This is an optimization exercise on Yosys and OpenROAD, whose aim is small area and a short achievable clock period, not a production implementation.
Where RTL was checked, it was by simulation tests only, not by an equivalence proof against the original.
Function not checked in runs 1 and 2: the RTL went through the layout flow alone.
Power is estimated from default activity; no workload was simulated.

==> flow/design.v, too long to show whole: its modules and the start of the top module <==
// module rand_range_mapper: 138 lines
// module rrm_mul_cs: 739 lines
module rand_range_mapper #(
   parameter int unsigned FIFO_DEPTH  = 16,
   parameter int unsigned ADDR_SIZE   = 4,
   parameter int unsigned RANGE_WIDTH = 16
) (
   input  logic                   clk,
   input  logic                   reset_n,
   input  logic [31:0]            rand_in,
   input  logic                   rand_in_valid,
   input  logic [RANGE_WIDTH-1:0] range_in,
   input  logic                   range_load,
   output logic                   busy,
   output logic [RANGE_WIDTH-1:0] out_data,
   output logic                   out_valid,
   input  logic                   out_ready,
   output logic [ADDR_SIZE:0]     fifo_level,
   output logic [15:0]            drop_count,
   output logic [15:0]            reject_count
);
  // ...
==> flow/run.sh <==
#!/bin/bash
# synth_recipe.tcl (not shown) runs the flow's synth.tcl, then flattens the netlist and writes it again
# the make line also repeats each setting of config.mk as NAME=value (left out here)
make -C /OpenROAD-flow-scripts/flow DESIGN_CONFIG=/design/flow/config.mk WORK_HOME=/design/flow/orfs CLKGATE_MAP_FILE= SYNTH_SCRIPT=/design/flow/synth_recipe.tcl finish
==> flow/config.mk <==
export PLATFORM = sky130hd
export DESIGN_NAME = rand_range_mapper
export DESIGN_NICKNAME = rand_range_mapper
export VERILOG_FILES = /design/flow/design.v
export SDC_FILE = /design/flow/constraint.sdc
export NUM_CORES = 4
export LEC_CHECK = 0
export CAP_MARGIN = 20
export CORE_MARGIN = 2
export CORE_UTILIZATION = 40
export SLEW_MARGIN = 20
==> flow/constraint.sdc <==
create_clock -name core_clock -period 10.0 [get_ports {clk}]
set_input_delay 2.0000 -clock core_clock [delete_from_list [all_inputs] [get_ports {clk}]]
set_output_delay 2.0000 -clock core_clock [all_outputs]
set_load 0.01 [all_outputs]
==> impl_metrics.ini, run 1 <==
[outcome]
outcome = timing/DRC/antenna clean

[cells_and_area]
final_cell_mix = edfxtp_1, a21oi_1, o21ai_0, nand2_1, nor2_1
nets = 5020
multi_input_area_mm2 = 0.0255
largest_reg_flops = 480

[floorplanning]
nWellTaps = 1612
die_area_mm2 = 0.124
die_h_um = 352

[power_and_ir_drop]
power_leader = combinational logic
p_comb_share_pct = 57.2
vdd_drop_max_v = 0.000303
seq-power_mw = 4.26
power.switching_mw = 7.95

[placement]
place_area_mm2 = 0.0507
routabilityCongestion = 0.917

[clock_tree]
clkSinkCount = 752
clockBufferDepth = 3

[synthesis]
synth.distinct_cells = 81
synth_seq_area_share_pct = 42.0
netlist_area_mm2 = 0.0485

[setup_path]
crit_chain = clkdlybuf4s50_1 > nand2b_1 > nand2_1 > o21a_2 > buf_4 > nor2_2 > a22oi_1 > nand2_1 > maj3_1 > nor2_1 > a211oi_1 > fa_1 > inv_1 > fa_1 > inv_1 > fa_1
crit_buf_inv = 4
regToRegSetupSlack_ns = 3.50
arrival_ns = 7.34

[sta]
period_share_pct = 68.2

[global_routing]
grt_use_total_pct = 22.8
antenna_found_initial = 6

[detailed_routing]
highest_layer = met5
==> module rand_range_mapper, before the edit <==
module rand_range_mapper #(
   parameter int unsigned FIFO_DEPTH  = 16,
   parameter int unsigned ADDR_SIZE   = 4,
   parameter int unsigned RANGE_WIDTH = 16
) (
   input  logic                   clk,
   input  logic                   reset_n,
   input  logic [31:0]            rand_in,
   input  logic                   rand_in_valid,
   input  logic [RANGE_WIDTH-1:0] range_in,
   input  logic                   range_load,
   output logic                   busy,
   output logic [RANGE_WIDTH-1:0] out_data,
   output logic                   out_valid,
   input  logic                   out_ready,
   output logic [ADDR_SIZE:0]     fifo_level,
   output logic [15:0]            drop_count,
   output logic [15:0]            reject_count
);
   localparam int unsigned RamDepth = FIFO_DEPTH - 1;
   logic                   busy_q;
   logic [RANGE_WIDTH-1:0] range_q;
   logic [RANGE_WIDTH-1:0] rem_q;       
   logic [4:0]             iter_q;
   logic [RANGE_WIDTH-1:0] out_data_q;
   logic                   out_valid_q;
   logic [31:0]            ram [RamDepth];
   logic [3:0]             wr_ptr_q;
   logic [3:0]             rd_ptr_q;
   logic [ADDR_SIZE:0]     level_q;
   logic [31:0]            head_q;
   logic [31:0]            x_next;
   logic                   empty;
   logic                   full;
   logic                   ram_has;
   logic                   pop;
   logic                   push;
   logic                   ram_we;
   logic                   head_ld;
   logic [47:0] cs0_d, cs0_q;
   logic [47:0] cs1_d, cs1_q;
   logic [47:0] cs2_d, cs2_q;
   logic [47:0]            prod;
   logic [RANGE_WIDTH-1:0] result;
   logic                   accept;
   logic [RANGE_WIDTH:0]   rem_dbl;
   logic [RANGE_WIDTH-1:0] rem_next;
   always_comb begin
      empty   = (level_q == '0);
      full    = level_q[ADDR_SIZE];
      ram_has = (level_q[ADDR_SIZE:1] != '0);
      pop     = !busy_q && !range_load && !empty && (!out_valid_q || out_ready);
      push    = rand_in_valid && (!full || pop);
      ram_we  = push && !empty && !(pop && !ram_has);
      head_ld = pop || empty;
      if (!head_ld)     x_next = head_q;
      else if (ram_has) x_next = ram[rd_ptr_q];
      else              x_next = rand_in;
   end
   rrm_mul_cs u_mul (.x(x_next), .n(range_q), .r0(cs0_d), .r1(cs1_d), .r2(cs2_d));
   always_comb begin
      prod   = cs0_q + cs1_q + cs2_q;
      result = (range_q == '0) ? head_q[RANGE_WIDTH-1:0] : prod[47:32];
      accept = (prod[31:0] >= 32'(rem_q));
   end
   always_comb begin
      rem_dbl = {rem_q, 1'b0};
      if (rem_dbl >= {1'b0, range_q}) rem_next = RANGE_WIDTH'(rem_dbl - {1'b0, range_q});
      else                            rem_next = rem_dbl[RANGE_WIDTH-1:0];
   end
   always_ff @(posedge clk) begin
      if (ram_we) ram[wr_ptr_q] <= rand_in;
   end
   always_ff @(posedge clk) begin
      head_q <= x_next;
      cs0_q <= cs0_d;
      cs1_q <= cs1_d;
      cs2_q <= cs2_d;
   end
   always_ff @(posedge clk or negedge reset_n) begin
      if (!reset_n) begin
         wr_ptr_q <= '0;
         rd_ptr_q <= '0;
         level_q  <= '0;
      end else begin
         if (ram_we) wr_ptr_q <= (wr_ptr_q == 4'(RamDepth - 1)) ? 4'd0 : wr_ptr_q + 4'd1;
         if (pop && ram_has) rd_ptr_q <= (rd_ptr_q == 4'(RamDepth - 1)) ? 4'd0 : rd_ptr_q + 4'd1;
         if (push && !pop) level_q <= level_q + 1'b1;
         else if (pop && !push) level_q <= level_q - 1'b1;
      end
   end
   always_ff @(posedge clk or negedge reset_n) begin
      if (!reset_n) begin
         busy_q      <= 1'b0;
         range_q     <= '0;
         rem_q       <= '0;
         iter_q      <= '0;
         out_data_q  <= '0;
         out_valid_q <= 1'b0;
      end else begin
         if (range_load) begin
            busy_q  <= 1'b1;
            range_q <= range_in;
            rem_q   <= RANGE_WIDTH'(range_in[RANGE_WIDTH-1:1] != '0);
            iter_q  <= '0;
         end else if (busy_q) begin
            rem_q  <= rem_next;
            iter_q <= iter_q + 5'd1;
            if (iter_q == 5'd31) busy_q <= 1'b0;
         end
         if (range_load) begin
            out_valid_q <= 1'b0;
         end else if (pop && accept) begin
            out_data_q  <= result;
            out_valid_q <= 1'b1;
         end else if (out_ready) begin
            out_valid_q <= 1'b0;
         end
      end
   end
   logic [15:0] drop_q;
   logic [15:0] reject_q;
   always_ff @(posedge clk or negedge reset_n) begin
      if (!reset_n) begin
         drop_q   <= '0;
         reject_q <= '0;
      end else begin
         if (rand_in_valid && !push && (drop_q != 16'hFFFF)) drop_q <= drop_q + 16'd1;
         if (pop && !accept && (reject_q != 16'hFFFF)) reject_q <= reject_q + 16'd1;
      end
   end
   assign drop_count   = drop_q;
   assign reject_count = reject_q;
   assign busy       = busy_q;
   assign out_data   = out_data_q;
   assign out_valid  = out_valid_q;
   assign fifo_level = level_q;
endmodule
==> run 2, diff against run 1 <==
--- a/flow/design.v
+++ b/flow/design.v
@@ -17,7 +17,7 @@
    output logic [15:0]            drop_count,
    output logic [15:0]            reject_count
 );
-   localparam int unsigned RamDepth = FIFO_DEPTH - 1;
+   localparam int unsigned RamDepth = FIFO_DEPTH - 2;
    logic                   busy_q;
    logic [RANGE_WIDTH-1:0] range_q;
    logic [RANGE_WIDTH-1:0] rem_q;       
@@ -29,39 +29,52 @@
    logic [3:0]             rd_ptr_q;
    logic [ADDR_SIZE:0]     level_q;
    logic [31:0]            head_q;
-   logic [31:0]            x_next;
+   logic [31:0]            second_q;
+   logic [31:0]            head_d;
+   logic [31:0]            second_d;
+   logic [31:0]            mul_x;
    logic                   empty;
    logic                   full;
-   logic                   ram_has;
+   logic                   ge2;
+   logic                   ge3;
    logic                   pop;
    logic                   push;
    logic                   ram_we;
    logic                   head_ld;
+   logic                   second_ld;
+   logic                   cs_en;
    logic [47:0] cs0_d, cs0_q;
    logic [47:0] cs1_d, cs1_q;
    logic [47:0] cs2_d, cs2_q;
    logic [47:0]            prod;
+   logic [34:0]            lo_sum;
+   logic [34:0]            lo_t;
    logic [RANGE_WIDTH-1:0] result;
    logic                   accept;
    logic [RANGE_WIDTH:0]   rem_dbl;
    logic [RANGE_WIDTH-1:0] rem_next;
    always_comb begin
-      empty   = (level_q == '0);
-      full    = level_q[ADDR_SIZE];
-      ram_has = (level_q[ADDR_SIZE:1] != '0);
-      pop     = !busy_q && !range_load && !empty && (!out_valid_q || out_ready);
-      push    = rand_in_valid && (!full || pop);
-      ram_we  = push && !empty && !(pop && !ram_has);
-      head_ld = pop || empty;
-      if (!head_ld)     x_next = head_q;
-      else if (ram_has) x_next = ram[rd_ptr_q];
-      else              x_next = rand_in;
+      empty     = (level_q == '0);
+      full      = level_q[ADDR_SIZE];
+      ge2       = (level_q[ADDR_SIZE:1] != '0);
+      ge3       = ge2 && (level_q != (ADDR_SIZE+1)'(2));
+      pop       = !busy_q && !range_load && !empty && (!out_valid_q || out_ready);
+      push      = rand_in_valid && (!full || pop);
+      ram_we    = push && (pop ? ge3 : ge2);
+      head_ld   = pop || empty;
+      second_ld = pop || !ge2;
+      head_d    = ge2 ? second_q : rand_in;
+      second_d  = ge3 ? ram[rd_ptr_q] : rand_in;
+      mul_x     = (busy_q && !empty) ? head_q : head_d;
+      cs_en     = busy_q || head_ld;
    end
-   rrm_mul_cs u_mul (.x(x_next), .n(range_q), .r0(cs0_d), .r1(cs1_d), .r2(cs2_d));
+   rrm_mul_cs u_mul (.x(mul_x), .n(range_q), .r0(cs0_d), .r1(cs1_d), .r2(cs2_d));
    always_comb begin
       prod   = cs0_q + cs1_q + cs2_q;
+      lo_sum = 35'(cs0_q[31:0]) + 35'(cs1_q[31:0]) + 35'(cs2_q[31:0]);
+      lo_t   = 35'(cs0_q[31:0]) + 35'(cs1_q[31:0]) + 35'(cs2_q[31:0]) + {3'b000, 16'hFFFF, ~rem_q} + 35'd1;
+      accept = (lo_t[34:32] != lo_sum[34:32]);
       result = (range_q == '0) ? head_q[RANGE_WIDTH-1:0] : prod[47:32];
-      accept = (prod[31:0] >= 32'(rem_q));
    end
    always_comb begin
       rem_dbl = {rem_q, 1'b0};
@@ -72,10 +85,13 @@
       if (ram_we) ram[wr_ptr_q] <= rand_in;
    end
    always_ff @(posedge clk) begin
-      head_q <= x_next;
+      if (head_ld)   head_q   <= head_d;
+      if (second_ld) second_q <= second_d;
+      if (cs_en) begin
       cs0_q <= cs0_d;
       cs1_q <= cs1_d;
       cs2_q <= cs2_d;
+      end
    end
    always_ff @(posedge clk or negedge reset_n) begin
       if (!reset_n) begin
@@ -84,7 +100,7 @@
          level_q  <= '0;
       end else begin
          if (ram_we) wr_ptr_q <= (wr_ptr_q == 4'(RamDepth - 1)) ? 4'd0 : wr_ptr_q + 4'd1;
-         if (pop && ram_has) rd_ptr_q <= (rd_ptr_q == 4'(RamDepth - 1)) ? 4'd0 : rd_ptr_q + 4'd1;
+         if (pop && ge3) rd_ptr_q <= (rd_ptr_q == 4'(RamDepth - 1)) ? 4'd0 : rd_ptr_q + 4'd1;
          if (push && !pop) level_q <= level_q + 1'b1;
          else if (pop && !push) level_q <= level_q - 1'b1;
       end
==> run 2 against run 1 <==
Final cell count shrank 8.9%; area after synthesis down 1.5%; clock power decreased by 4%; still clean on timing, DRC and antenna; synthesized cell count fell by 11%; worst setup slack improved by 0.87 ns; highest routed layer unchanged; register-to-register slack better by 0.57 ns; cell area down 1.4%; clock skew increased by 0.015 ns; first-iteration DRC count grew 17%; power increased by 6.8%; via count down 4.3%; sequential cell count stayed put.
==> impl_metrics.ini, run 2 <==
[outcome]
outcome = timing/DRC/antenna clean

[cells_and_area]
nets = 4529
n_fill_cell = 10800
final_cell_mix = edfxtp_1, a21oi_1, nand2_1, o21ai_0, fa_1
multi_input_area_mm2 = 0.0233
final_cells = 5755
seqCellArea_mm2 = 0.0221
regMostFlops = ram
drive_above_1_share_pct = 13.0
largestRegisters = ram (448), cs0_q (48), cs1_q (47)
largest_reg_flops = 448
synthToLayoutAreaGrowth_pct = 10.5
final_common_cell = edfxtp_1

[sta]
finClkSkew_ns = 0.0620
worst_pin_slew_ns = 1.21
finalHoldViolCount = 0
period_share_pct = 59.5
relSlewSlack_pct = 19.4
slew_viol_final = 0
final.setup.worst_slack_ns = 4.05
fin_setup_tns_ns = 0
period_minus_slack_ns = 5.95
rsz0062_at_grt = no
fmax_ghz = 0.168
hold_ws_ns = 0.493
finalSetupViolCount = 0

[clock_tree]
cts_setup_buffers = 0
clkSinkCount = 752
insertion_delay_ns = 0.71
clk_pin_slew_ns = 0.06
clockBufferDepth = 3
postCtsHoldBufs = 0
numCtsBuffers = 82
cts_root_buffer = clkbuf_16
htreeDepth = 3
ctsResizeCount = 0
cts_tree = built

[setup_path]
arrival_ns = 6.34
worstSetupStartpointType = primary input
cp.depth = 12
max_stage_delay_ns = 0.92
setup.worst_path.class = in2reg
crit_chain = clkdlybuf4s50_1 > nand2_1 > nand2_1 > nand2b_1 > o21a_1 > o22ai_1 > o21ai_0 > nand2_1 > fa_1 > inv_1 > fa_1 > fa_1
cp_max_fo = 26
crit_path_top_delay_cell = o21a_1
critPathTopFamily = adder cells
crit_buf_inv = 2
worstPathRequired_ns = 10.39
end_kind = flip-flop
reg2reg_depth = 12

[placement]
routabilityCongestion = 0.906
numPortBuffers = 107
numPlacedInstances = 5601
post-dp-hpwl_um = 93500
place_ws_ns = 3.45

[floorplanning]
fp-row-count = 126
die_w_um = 349
num_io_pins = 108
design.core.area_mm2 = 0.118
die_area_mm2 = 0.122
initial_core_util_pct = 40.4
die_h_um = 349

[power_and_ir_drop]
total_power_mw = 18.6
p_leak_nw = 18.8
vdd_drop_max_v = 0.000217
p_per_area_mw_per_mm2 = 352

[synthesis]
synth_seq_cells = 752
syn_avg_cell_area_um2 = 11.1
yosys.area.top_type = edfxtp_1
synth_top_area_share_pct = 41.0
synth.area.top_cells = edfxtp_1, fa_1, mux4_2
synth.distinct_cells = 87
synth_most_common_cell = edfxtp_1
synth_edf_count = 652
synth_async_sr_flop_share_pct = 13.3
netlist_area_mm2 = 0.0477
yosys_warnings = 1
synth_nets = 4670
synthTopCellsByCount = edfxtp_1, a21oi_1, nand2_1
synth_seq_area_share_pct = 46.2
postSynthCellCount = 4290
synth_flop_cell = edfxtp_1

[global_routing]
grt-ovfl-total = 0
use_met3_pct = 5.82
grtUsageMet1_pct = 33.1
busiest_layer = met2
grt_use_total_pct = 24.6
grtUsageMet2_pct = 38.0
grt_pass1_vias = 34600
grt_max_degree = 93
antenna_found_initial = 5
grt_pass1_wl_um = 226000

[detailed_routing]
via_per_inst = 6.28
totalWireLength_um = 152000
drt_iter0_markers = 4881
drc = 0
vias = 36200
drtAntennaViolNets = 0
dr.pass1.iters = 9
post_drt_wl_per_cell_um = 26.4

[min_path]
hold_path_depth = 1
hold_path.class = reg2reg

[run]
maxCapViolCount = 0
run 2: logic make-up after synthesis:
family	synth area share [%]
compound gates	18.3
xor+xnor	1.80
fa+ha+maj	12.1
buf+inv	5.39
flops	46.2
mux	8.54
simple gates	7.64
run 2: per-layer routing:
layer | up-vias | wire (um)
met1 | 17800 | 61400
met4 | 2 | 6620
met5 | - | 16
met3 | 462 | 15700
met2 | 2096 | 68200
li1 | 15800 | -
run 2: cell type report:
| class | instances | share of cell area, % |
|---|---|---|
| inverters | 213 | 1.51 |
| clock buffers | 100 | 4.06 |
| multi-input cells | 2877 | 44.2 |
| well taps | 1536 | 3.64 |
| clock inverters | 52 | 1.03 |
| flip-flops and latches | 752 | 41.9 |
| repair buffers | 223 | 3.67 |
| diodes | 2 | 0.00948 |
run 2: worst paths after layout:
kind / from / slack (ns) / to
min: drop_q[5]$_DFFE_PN0P_ / 0.49 / drop_q[5]$_DFFE_PN0P_
max reg2reg: level_q[1]$_DFFE_PN0P_ / 4.07 / cs2_q[19]$_DFFE_PP_
min in group asynchronous: reset_n / 1.31 / range_q[8]$_DFFE_PN0P_
max: rand_in[6] / 4.05 / cs2_q[19]$_DFFE_PP_
max in group asynchronous: reset_n / 7.42 / rd_ptr_q[0]$_DFFE_PN0P_
min reg2reg: drop_q[5]$_DFFE_PN0P_ / 0.49 / drop_q[5]$_DFFE_PN0P_
run 2: per-stage QoR:
| step | util (%) | cell area, um2 |
|---|---|---|
| finish | 44.6 | 52800 |
| global route | 44.6 | 52800 |
| CTS | 44.6 | 52800 |
| detailed placement | 42.4 | 50100 |
| global placement | 42.4 | 50100 |
| floorplan | - | 47700 |
run 2: power breakdown:
part	internal [mW]	leakage, nW	switching [mW]
Combinational	4.02	10.1	6.87
Sequential	4.29	7.44	0.345
Clock	1.73	1.29	1.34
Total	10.0	18.8	8.55
==> run 3, diff against run 2 <==
--- a/flow/design.v
+++ b/flow/design.v
@@ -46,9 +46,14 @@
    logic [47:0] cs0_d, cs0_q;
    logic [47:0] cs1_d, cs1_q;
    logic [47:0] cs2_d, cs2_q;
+   logic [47:0]            sum_s;       
+   logic [47:0]            sum_c;
    logic [47:0]            prod;
-   logic [34:0]            lo_sum;
-   logic [34:0]            lo_t;
+   logic                   c32;
+   logic [31:0]            tk;
+   logic [31:0]            v_s;
+   logic [32:0]            v_c;
+   logic [32:0]            v_lo;
    logic [RANGE_WIDTH-1:0] result;
    logic                   accept;
    logic [RANGE_WIDTH:0]   rem_dbl;
@@ -70,10 +75,15 @@
    end
    rrm_mul_cs u_mul (.x(mul_x), .n(range_q), .r0(cs0_d), .r1(cs1_d), .r2(cs2_d));
    always_comb begin
-      prod   = cs0_q + cs1_q + cs2_q;
-      lo_sum = 35'(cs0_q[31:0]) + 35'(cs1_q[31:0]) + 35'(cs2_q[31:0]);
-      lo_t   = 35'(cs0_q[31:0]) + 35'(cs1_q[31:0]) + 35'(cs2_q[31:0]) + {3'b000, 16'hFFFF, ~rem_q} + 35'd1;
-      accept = (lo_t[34:32] != lo_sum[34:32]);
+      sum_s  = cs0_q ^ cs1_q ^ cs2_q;
+      sum_c  = {(cs0_q[46:0] & cs1_q[46:0]) | (cs0_q[46:0] & cs2_q[46:0]) | (cs1_q[46:0] & cs2_q[46:0]), 1'b0};
+      prod   = sum_s + sum_c;
+      c32    = 1'((33'(sum_s[31:0]) + 33'(sum_c[31:0])) >> 32);
+      tk     = {16'hFFFF, ~rem_q};
+      v_s    = sum_s[31:0] ^ sum_c[31:0] ^ tk;
+      v_c    = {(sum_s[31:0] & sum_c[31:0]) | (sum_s[31:0] & tk) | (sum_c[31:0] & tk), 1'b1};
+      v_lo   = 33'(v_s) + 33'(v_c[31:0]);
+      accept = v_lo[32] ^ v_c[32] ^ c32;
       result = (range_q == '0) ? head_q[RANGE_WIDTH-1:0] : prod[47:32];
    end
    always_comb begin
--- a/flow/config.mk
+++ b/flow/config.mk
@@ -5,7 +5,9 @@
 export SDC_FILE = /design/flow/constraint.sdc
 export NUM_CORES = 4
 export LEC_CHECK = 0
+export ABC_AREA = 1
 export CAP_MARGIN = 20
 export CORE_MARGIN = 2
 export CORE_UTILIZATION = 40
+export SETUP_SLACK_MARGIN = 5
 export SLEW_MARGIN = 20
==> run 3 against run 2 <==
Clock power barely moved; sequential cell count stayed put; still clean; die area decreased by 4.2%; largest power group unchanged; core utilization rose by 0.22 points; wire length decreased by 9.0%; critical path depth increased by 1; area after synthesis decreased by 4.3%; highest routed layer unchanged; sequential power hardly changed.
==> impl_metrics.ini, run 3 <==
[clock_tree]
numCtsBuffers = 81
cts_tree = built
clockBufferDepth = 3
insertion_delay_ns = 0.66
clkSinkCount = 752
htreeDepth = 3
clk_pin_slew_ns = 0.06
cts_root_buffer = clkbuf_16

[global_routing]
grt_pass1_wl_um = 210000
grt_max_degree = 83
antenna_found_initial = 5
grt_pass1_vias = 33200
grt-ovfl-total = 0
grt_use_total_pct = 23.6

[sta]
period_share_pct = 49.6
finalSetupViolCount = 0
fin_setup_tns_ns = 0
final.setup.worst_slack_ns = 5.04
worst_pin_slew_ns = 1.10
fmax_ghz = 0.202
finClkSkew_ns = 0.0432
relSlewSlack_pct = 26.5
period_minus_slack_ns = 4.96
rsz0062_at_grt = yes
finalHoldViolCount = 0
slew_viol_final = 0

[synthesis]
synth_most_common_cell = nand2_1
synth_edf_count = 652
yosys.area.top_type = edfxtp_1
netlist_area_mm2 = 0.0457
synthTopCellsByCount = nand2_1, edfxtp_1, inv_1
synth.area.top_cells = edfxtp_1, fa_1, nand2_1
synth_nets = 4870
postSynthCellCount = 4443
synth_seq_cells = 752
synth_seq_area_share_pct = 48.3
synth_flop_cell = edfxtp_1
synth_async_sr_flop_share_pct = 13.3
yosys_warnings = 1
syn_avg_cell_area_um2 = 10.3
synth_top_area_share_pct = 42.8
synth.distinct_cells = 62

[cells_and_area]
final_common_cell = nand2_1
regMostFlops = ram
largestRegisters = ram (448), cs0_q (48), cs1_q (47)
final_cell_mix = nand2_1, edfxtp_1, inv_1, nor2_1, xor2_1
largest_reg_flops = 448
drive_above_1_share_pct = 7.85
nets = 4909
post-route-util_pct = 44.9
synthToLayoutAreaGrowth_pct = 11.7

[setup_path]
worstPathRequired_ns = 10.40
crit_buf_inv = 5
reg2reg_from = level_q[4]$_DFFE_PN0P_
cp.depth = 13
setup.worst_path.class = in2reg
critPathTopFamily = adder cells
regToRegSetupSlack_ns = 5.19
worstSetupStartpointType = primary input
crit_chain = clkdlybuf4s50_1 > buf_4 > inv_1 > o21a_1 > nand2_1 > o21ai_4 > buf_4 > o22ai_1 > xor2_1 > fa_1 > fa_1 > inv_1 > fa_1
crit_top_cell = fa_1
max_stage_delay_ns = 0.47
arrival_ns = 5.36
crit_path_top_delay_cell = clkdlybuf4s50_1
reg2reg_to = cs1_q[17]$_DFFE_PP_
end_kind = flip-flop
reg2reg_depth = 15
crit_start = rand_in[13]
crit_end = cs2_q[21]$_DFFE_PP_
cp_max_fo = 17

[placement]
place_ws_ns = 3.56
routabilityCongestion = 0.941
numPortBuffers = 107
post-dp-hpwl_um = 90800

[power_and_ir_drop]
total_power_mw = 18.9
p_per_area_mw_per_mm2 = 371
vdd_drop_max_v = 0.000186
p_leak_nw = 20.7

[floorplanning]
die_h_um = 342
die_w_um = 342
initial_core_util_pct = 40.1
design.core.area_mm2 = 0.114
num_io_pins = 108
die_area_mm2 = 0.117
fp-row-count = 124

[detailed_routing]
dr.pass1.iters = 6
post_drt_wl_per_cell_um = 22.8
drc = 0
vias = 33300
totalWireLength_um = 138000
via_per_inst = 5.49
drt_iter0_markers = 3145
drtAntennaViolNets = 0

[min_path]
hold_path.class = reg2reg

[run]
maxCapViolCount = 0

[outcome]
outcome = timing/DRC/antenna clean
==> run 3: kinds of logic (layout without fill, tap and decap cells) <==
kind of cell	count (synthesis)	after routing	share of synthesized area, %
simple gates	1381	1382	12.6
compound gates	840	841	11.9
buf+inv	792	896	7.25
flops	752	752	48.3
fa+ha+maj	374	374	14.1
xor+xnor	301	301	5.77
mux	3	3	0.0684
other cells	0	1	0
==> run 3: per-stage QoR <==
step | std cells | hold slack [ns] | area, um2
after floorplan | 4443 | 0.455 | 45800
after global placement | 5892 | 0.468 | 48100
after detailed placement | 5894 | 0.468 | 48100
after CTS | 6051 | 0.481 | 51000
after global routing | 6061 | 0.504 | 51100
final | 6062 | 0.480 | 51100
==> run 3: timing repair <==
| action | CTS | global route |
|---|---|---|
| pin swaps | 4 | 1 |
| cloned | 2 | 0 |
| hold endpoints to repair | 0 | 0 |
| hold buffers | 0 | 0 |
| endpoints found under the setup margin | 620 | 221 |
| resized for setup | 54 | 34 |
| buffers inserted | 5 | 9 |
==> run 3: layout make-up <==
cell class	instances	area [um2]
diodes	1	2.50
clock buffers	103	2170
clock inverters	47	518
fillers	10700	62800
inverters	562	2120
multi-input cells	2901	20600
flip-flops and latches	752	22100
well taps	1512	1890
repair buffers	184	1690
==> run 3: power breakdown <==
group          switching, mW  internal (mW)  total, mW
clock network           1.29           1.78       3.07
logic                   7.50           3.76       11.3
registers              0.302           4.31       4.61
==> run 3: how the worst min path moves through the flow <==
stage	cells after the start	slack, ns	startpoint	endpoint
2_1_floorplan	1	0.46	iter_q[2]$_DFFE_PN0P_	iter_q[2]$_DFFE_PN0P_
3_3_place_gp	2	0.47	out_data_q[9]$_DFFE_PN0P_	out_data_q[9]$_DFFE_PN0P_
3_5_place_dp	2	0.47	out_data_q[6]$_DFFE_PN0P_	out_data_q[6]$_DFFE_PN0P_
4_1_cts	2	0.48	out_data_q[6]$_DFFE_PN0P_	out_data_q[6]$_DFFE_PN0P_
5_1_grt	2	0.50	out_data_q[6]$_DFFE_PN0P_	out_data_q[6]$_DFFE_PN0P_
6_report	2	0.48	out_data_q[6]$_DFFE_PN0P_	out_data_q[6]$_DFFE_PN0P_
==> run 3: metal layers <==
layer  routed length, um  GRT usage [%]  part of all wire, %
met5                  13              0               0.0094
met4                7100           11.6                  5.1
met3               10200           4.22                  7.4
met2               64100           37.9                   46
met1               56800           31.0                   41
==> run 3: worst min-delay path, cell delays in order (launching register included) <==
cell and delay, ns:
dfrtp_1 0.33, nand2_1 0.05, nand2_1 0.06
==> run 4, diff against run 3 <==
--- a/flow/config.mk
+++ b/flow/config.mk
@@ -9,5 +9,5 @@
 export CAP_MARGIN = 20
 export CORE_MARGIN = 2
 export CORE_UTILIZATION = 40
-export SETUP_SLACK_MARGIN = 5
+export SETUP_SLACK_MARGIN = 4
 export SLEW_MARGIN = 20
==> run 4 against run 3 <==
Still clean; sequential share of layout area grew 0.16 points; worst setup slack lost 0.78 ns; clock skew fell by 0.010 ns; count of clock-buffer cells in the layout rose by 7; area after synthesis did not move; final cell count fell by 0.15%; sequential power hardly changed; combinational power is essentially flat; core utilization decreased by 0.17 points; critical path depth decreased by 3; critical endpoint is now cs2_q[32]$_DFFE_PP_; largest cell class unchanged; largest power group unchanged.
==> impl_metrics.ini, run 4 <==
[cells_and_area]
nets = 4899
final_cell_mix = nand2_1, edfxtp_1, inv_1, nor2_1, xor2_1
drive_above_1_share_pct = 7.07
final_common_cell = nand2_1
synthToLayoutAreaGrowth_pct = 11.3
stdcell_area_mm2 = 0.0509
regMostFlops = ram
largest_reg_flops = 448
antenna_cells = 0
largestRegisters = ram (448), cs0_q (48), cs1_q (47)
post-route-util_pct = 44.7

[power_and_ir_drop]
p_per_area_mw_per_mm2 = 366
power.switching_mw = 8.88
p_leak_nw = 20.6
swShare_pct = 47.6
power_frac_clock_pct = 16.1
seqPwrFrac_pct = 24.8
total_power_mw = 18.6
p_int_mw = 9.75
vdd_drop_max_v = 0.000216
p_comb_share_pct = 59.1

[synthesis]
synthTopCellsByCount = nand2_1, edfxtp_1, inv_1
synth_top_area_share_pct = 42.8
synth_nets = 4870
synth.distinct_cells = 62
synth_seq_cells = 752
synth_flop_cell = edfxtp_1
synth_edf_count = 652
synth_most_common_cell = nand2_1
synth_async_sr_flop_share_pct = 13.3
yosys_warnings = 1
yosys.area.top_type = edfxtp_1
synth.area.top_cells = edfxtp_1, fa_1, nand2_1
syn_avg_cell_area_um2 = 10.3
synth_seq_area_share_pct = 48.3
netlist_area_mm2 = 0.0457
postSynthCellCount = 4443

[floorplanning]
design.core.area_mm2 = 0.114
die_area_mm2 = 0.117
die_w_um = 342
fp-row-count = 124
die_h_um = 342
initial_core_util_pct = 40.1
num_io_pins = 108

[setup_path]
arrival_ns = 6.14
reg2reg_depth = 14
regToRegSetupSlack_ns = 4.80
reg2reg_from = level_q[1]$_DFFE_PN0P_
setup.worst_path.class = in2reg
crit_chain = clkdlybuf4s50_1 > o21ai_0 > nand2_1 > nand2_1 > o22ai_1 > xor2_1 > fa_1 > fa_1 > inv_1 > fa_1
crit_path_top_delay_cell = clkdlybuf4s50_1
end_kind = flip-flop
max_stage_delay_ns = 0.76
cp_max_fo = 16
worstSetupStartpointType = primary input
crit_top_cell = fa_1
worstPathRequired_ns = 10.40
reg2reg_to = cs2_q[32]$_DFFE_PP_

[detailed_routing]
drt_iter0_markers = 3295
via_per_inst = 5.46
post_drt_wl_per_cell_um = 22.5
vias = 33100
drc = 0
dr.pass1.iters = 6
totalWireLength_um = 136000
drtAntennaViolNets = 0

[global_routing]
grt_pass1_wl_um = 206000
grt_use_total_pct = 23.2
grt_pass1_vias = 32900
grt_max_degree = 71
antenna_found_initial = 2
grt-ovfl-total = 0

[clock_tree]
numCtsBuffers = 83
postCtsHoldBufs = 0
clk_pin_slew_ns = 0.06
htreeDepth = 3
clkSinkCount = 752
cts_root_buffer = clkbuf_16
insertion_delay_ns = 0.67
cts_setup_buffers = 0
cts_tree = built
ctsResizeCount = 0
clockBufferDepth = 3

[sta]
period_minus_slack_ns = 5.74
relSlewSlack_pct = 17.2
rsz0062_at_grt = no
worst_pin_slew_ns = 1.24
fmax_ghz = 0.174
finalHoldViolCount = 0
finClkSkew_ns = 0.0330
final.setup.worst_slack_ns = 4.26
slew_viol_final = 0
fin_setup_tns_ns = 0
period_share_pct = 57.4
finalSetupViolCount = 0

[min_path]
hold_path.class = reg2reg
min_to = out_data_q[0]$_DFFE_PN0P_
hold_path_depth = 2
hp-start = out_data_q[0]$_DFFE_PN0P_

[run]
maxCapViolCount = 0

[placement]
post-dp-hpwl_um = 89000
numPortBuffers = 107
place_ws_ns = 3.52
routabilityCongestion = 0.979
place_area_mm2 = 0.0482

[outcome]
outcome = timing/DRC/antenna clean
==> run 4: cell counts after synthesis <==
Identical to the previous run, type by type.
==> run 4: area by class of cell <==
cell class / count / area [um2]
sequential: 752 / 22100
inverter: 562 / 2120
tap: 1512 / 1890
clock inverter: 44 / 350
timing repair buffer: 174 / 1660
clock buffer: 110 / 2290
fill: 10700 / 63000
multi-input combinational: 2899 / 20500
==> run 4: power groups by stage <==
stage | Sequential [mW] | Clock [mW] | Combinational, mW
after floorplan | 4.59 | 0 | 7.26
after global placement | 4.67 | 0 | 10.6
after detailed placement | 4.68 | 0 | 10.8
after CTS | 4.62 | 3.06 | 10.9
after global routing | 4.67 | 3.18 | 12.4
final | 4.62 | 3.01 | 11.0
==> run 4: how the worst max path moves through the flow <==
stage | from | to
2_1_floorplan | range_load | ram[13][0]$_DFFE_PP_
6_report | rand_in[25] | cs2_q[32]$_DFFE_PP_
3_5_place_dp | range_load | ram[1][23]$_DFFE_PP_
5_1_grt | range_load | ram[1][19]$_DFFE_PP_
4_1_cts | range_load | ram[1][13]$_DFFE_PP_
3_3_place_gp | range_load | ram[5][2]$_DFFE_PP_
==> run 4: layer usage <==
metal | GRT usage [%] | up-vias | share of wire (%)
met2 | 37.2 | 1439 | 47
met3 | 4.63 | 340 | 8.3
met1 | 30.3 | 16100 | 40
li1 | - | 15200 | -
met4 | 10.6 | 4 | 4.7
met5 | 0 | - | 0.019
==> run 4: metrics by stage <==
step                hold slack, ns  cells
floorplan                    0.455   4443
CTS                          0.485   6051
global placement             0.467   5894
global route                 0.502   6053
detailed placement           0.471   5897
finish                       0.481   6053
==> run 4: critical path: cells and delay by family <==
family	cells	cell delay, ns
adder cells (fa/ha/maj)	3	1.38
AO/OA/AOI/OAI	2	0.87
AND/OR/NAND/NOR	2	0.84
buffers and inverters	2	0.84
XOR/XNOR	1	0.21
==> run 4: logic make-up (layout without fill, tap and decap cells) <==
group	after synthesis	in the layout	share of synthesized area (%)
AO/OA/AOI/OAI	840	840	11.9
XOR/XNOR	301	301	5.77
adder cells (fa/ha/maj)	374	374	14.1
buffers and inverters	792	890	7.25
flip-flops	752	752	48.3
multiplexers	3	3	0.0684
AND/OR/NAND/NOR	1381	1381	12.6
==> run 5, diff against run 4 <==
==> flow/flow/run.sh (new file) <==
#!/bin/bash
# Own flow: the standard layout (standard.sh: standard synthesis, floorplan, place, CTS,
# route, finish), with two changes to how the layout is made:
#  - port buffers are buf_4 cells (buffer_ports -buffer_cell) instead of the default delay buffer;
#  - the timing repair steps aim for 6 ns of setup slack at the 10 ns clock (SETUP_SLACK_MARGIN).
# make's full output goes to flow_make.log here; each tool's own log is under orfs/logs/.
set -euo pipefail
export SETUP_SLACK_MARGIN=6
export BUFFER_PORTS_ARGS="-buffer_cell sky130_fd_sc_hd__buf_4"
bash standard.sh > flow_make.log 2>&1
==> flow/standard.sh (new file) <==
#!/bin/bash
# synth_recipe.tcl (not shown) runs the flow's synth.tcl, then flattens the netlist and writes it again
# the make line also repeats each setting of config.mk as NAME=value (left out here)
make -C /OpenROAD-flow-scripts/flow DESIGN_CONFIG=/design/flow/config.mk WORK_HOME=/design/flow/orfs CLKGATE_MAP_FILE= SYNTH_SCRIPT=/design/flow/synth_recipe.tcl "${@:-finish}"
--- a/flow/config.mk
+++ b/flow/config.mk
@@ -9,5 +9,4 @@
 export CAP_MARGIN = 20
 export CORE_MARGIN = 2
 export CORE_UTILIZATION = 40
-export SETUP_SLACK_MARGIN = 4
 export SLEW_MARGIN = 20
removed: flow/run.sh
==> run 5 against run 4 <==
Wire length rose by 12%; count of clock-buffer cells in the layout down 6; non-clock buffer count up 160; clock power barely moved; sequential power about the same; critical endpoint is now cs2_q[25]$_DFFE_PP_; still clean on timing, DRC and antenna.
==> impl_metrics.ini, run 5 <==
[min_path]
hold_path.class = reg2reg
hp-start = out_data_q[11]$_DFFE_PN0P_

[cells_and_area]
drive_above_1_share_pct = 21.7
n_fill_cell = 10400
largestRegisters = ram (448), cs0_q (48), cs1_q (47)
post-route-util_pct = 48.5
regMostFlops = ram
nets = 5087
largest_reg_flops = 448
final_cell_mix = nand2_1, edfxtp_1, inv_1, nor2_1, xor2_1
synthToLayoutAreaGrowth_pct = 20.7
final_common_cell = nand2_1

[detailed_routing]
vias = 35100
via_per_inst = 5.62
drt_iter0_markers = 4095
drc = 0
post_drt_wl_per_cell_um = 24.4
totalWireLength_um = 152000
drtAntennaViolNets = 0
dr.pass1.iters = 9

[clock_tree]
insertion_delay_ns = 0.66
numCtsBuffers = 83
htreeDepth = 3
cts_tree = built
clkSinkCount = 752
clockBufferDepth = 3
cts_root_buffer = clkbuf_16
clk_pin_slew_ns = 0.06

[power_and_ir_drop]
vdd_drop_max_v = 0.000293
seqPwrFrac_pct = 22.9
power_frac_clock_pct = 14.9
p_int_mw = 10.4
p_leak_nw = 22.2
swShare_pct = 48.3
power.switching_mw = 9.77
p_comb_share_pct = 62.3
p_per_area_mw_per_mm2 = 366

[synthesis]
synthTopCellsByCount = nand2_1, edfxtp_1, inv_1
synth_most_common_cell = nand2_1
synth_edf_count = 652
synth_nets = 4870
synth.distinct_cells = 62
synth_async_sr_flop_share_pct = 13.3
yosys_warnings = 1
synth_seq_cells = 752
synth_top_area_share_pct = 42.8
yosys.area.top_type = edfxtp_1
synth.area.top_cells = edfxtp_1, fa_1, nand2_1
synth_flop_cell = edfxtp_1
syn_avg_cell_area_um2 = 10.3
postSynthCellCount = 4443
netlist_area_mm2 = 0.0457
synth_seq_area_share_pct = 48.3

[floorplanning]
num_io_pins = 108
fp-row-count = 124
die_area_mm2 = 0.117
die_h_um = 342
die_w_um = 342
design.core.area_mm2 = 0.114
initial_core_util_pct = 40.1

[setup_path]
end_kind = flip-flop
arrival_ns = 4.60
crit_buf_inv = 4
crit_path_top_delay_cell = fa_2
max_stage_delay_ns = 0.59
worstPathRequired_ns = 10.38
crit_top_cell = fa_2
crit_start = rand_in[22]
critPathTopFamily = adder cells
reg2reg_from = level_q[4]$_DFFE_PN0P_
cp_max_fo = 8
setup.worst_path.class = in2reg
worstSetupStartpointType = primary input
crit_chain = buf_12 > clkinv_8 > o21a_4 > nand2_8 > o21ai_4 > o22ai_2 > xor2_2 > fa_2 > inv_2 > fa_2 > inv_2 > fa_2

[placement]
routabilityCongestion = 0.987
post-dp-hpwl_um = 90100
numPortBuffers = 107

[sta]
fin_setup_tns_ns = 0
relSlewSlack_pct = 21.0
fmax_ghz = 0.237
period_share_pct = 42.2
finalSetupViolCount = 0
period_minus_slack_ns = 4.22
rsz0062_at_grt = yes
slew_viol_final = 0
finClkSkew_ns = 0.0192
worst_pin_slew_ns = 1.18
finalHoldViolCount = 0

[outcome]
outcome = timing/DRC/antenna clean

[global_routing]
antenna_found_initial = 3
grt_use_total_pct = 25.4
grt_pass1_vias = 34500
grt_pass1_wl_um = 223000
grt-ovfl-total = 0
grt_max_degree = 76

[run]
maxCapViolCount = 0
## run 5: cell types whose count changed in the layout (fill, tap and decap cells not counted), moves of 31 or more
cell / before / now
xor2_1: 281 / 250
o21ai_4: 23 / 55
fa_2: 0 / 104
buf_4: 63 / 241
xor2_2: 0 / 31
inv_2: 10 / 66
clkdlybuf4s50_1: 106 / 0
buf_6: 0 / 37
fa_1: 236 / 132
o22ai_1: 227 / 113
o22ai_2: 21 / 125
inv_1: 541 / 465
buf_12: 2 / 33
nand2_1: 737 / 702
## run 5: final timing paths
| check | end | slack (ns) | depth (start not counted) |
|---|---|---|---|
| max in group asynchronous | range_q[3]$_DFFE_PN0P_ | 7.24 | 2 |
| min in group asynchronous | reject_q[6]$_DFFE_PN0P_ | 1.37 | 1 |
| setup / recovery | cs2_q[25]$_DFFE_PP_ | 5.78 | 12 |
| hold / removal | out_data_q[11]$_DFFE_PN0P_ | 0.48 | 2 |
| setup reg to reg | cs2_q[25]$_DFFE_PP_ | 5.79 | 14 |
| hold reg to reg | out_data_q[11]$_DFFE_PN0P_ | 0.48 | 2 |
## run 5: area by class of cell
| cell class | count | area (um2) | share of cell area, % |
|---|---|---|---|
| timing repair buffer | 334 | 3290 | 5.95 |
| inverter | 562 | 2270 | 4.11 |
| multi-input combinational | 2927 | 23000 | 41.7 |
| clock buffer | 104 | 2200 | 3.98 |
| clock inverter | 48 | 434 | 0.787 |
| antenna | 1 | 2.50 | 0.00453 |
| sequential | 752 | 22100 | 40.0 |
| tap | 1512 | 1890 | 3.43 |
## run 5: tightest hold or removal path, stage by stage (launching register included)
cell,delay (ns)
dfrtp_1,0.34
nand2_1,0.06
nand2_1,0.06
## run 5: layer usage
layer	share of wire (%)	up-vias	track usage, %
met2	45	1878	39.7
met4	5.8	6	13.6
li1	-	15600	-
met5	0.039	-	0
met3	10	492	6.87
met1	39	17100	32.3
## run 5: kinds of logic (layout without fill, tap and decap cells)
group / Yosys count / after routing / share of synthesized area (%)
AOI/OAI and AO/OA: 840 / 862 / 11.9
xor gates and xnor gates: 301 / 301 / 5.77
adders and majority gates: 374 / 374 / 14.1
buffers and inverters: 792 / 1048 / 7.25
DFF: 752 / 752 / 48.3
muxes: 3 / 3 / 0.0684
other: 0 / 1 / 0
and+or+nand+nor: 1381 / 1387 / 12.6
## run 5: timing repair
action / 4_1_cts / 5_1_grt
gates resized for setup: 178 / 204
buffers inserted: 91 / 71
endpoints found under the hold margin: 0 / 0
pin swaps: 50 / 82
setup endpoints to repair: 543 / 560
hold buffers: 0 / 0
gates cloned: 26 / 6
## run 5: stage by stage
| step | total power [mW] | area, um2 | instances | hold slack [ns] | setup slack, ns |
|---|---|---|---|---|---|
| floorplan | 12.2 | 47000 | 4443 | 0.455 | 5.59 |
| global placement | 15.9 | 49000 | 5891 | 0.470 | 4.83 |
| detailed placement | 16.1 | 49000 | 5892 | 0.471 | 4.83 |
| CTS | 19.5 | 53500 | 6161 | 0.486 | 5.80 |
| global route | 21.7 | 55200 | 6239 | 0.500 | 5.76 |
| finish | 20.2 | 55200 | 6240 | 0.484 | 5.78 |
## run 5: power groups by stage
| stage | clock [mW] | sequential [mW] | combinational [mW] |
|---|---|---|---|
| finish | 3.00 | 4.62 | 12.6 |
| global route | 3.17 | 4.67 | 13.8 |
| CTS | 3.05 | 4.61 | 11.9 |
| detailed placement | 0 | 4.66 | 11.4 |
| global placement | 0 | 4.65 | 11.2 |
| floorplan | 0 | 4.59 | 7.61 |

## afterwards: timing with drivers on the ports
How much do the figures lean on ideal ports? The routed layouts below were timed once more, with nothing changed but the port constraints. Step 1, drivers: a clkbuf_16 drives clk and a buf_2 each remaining input, both assumed. Step 2 times the ports against the registers' clock, not the clock port: input delays grow and output delays shrink by t, the midpoint of the rising clock arrivals with the driver on. a / b / c = ideal ports / drivers / drivers and shift; a / b = the first two.
run | shift t [ns] | setup slack, ns | clock arrival spread, ns | worst data-port slew with drivers (ns)
run 1 | 0.734 | 3.181 / 3.217 / 2.482 | 0.047 / 0.047 | 0.11
run 2 | 0.754 | 4.048 / 4.051 / 3.297 | 0.063 / 0.062 | 0.13
run 3 | 0.707 | 5.040 / 5.079 / 4.372 | 0.043 / 0.043 | 0.10
run 4 | 0.714 | 4.257 / 4.299 / 3.585 | 0.036 / 0.036 | 0.10
run 5 | 0.709 | 5.784 / 5.759 / 5.050 | 0.026 / 0.026 | 0.12
After both steps setup and hold are still met in every run listed. For run 2, which loses most, drivers alone change the setup slack by +0.003 ns; drivers and shift together by -0.751 ns.
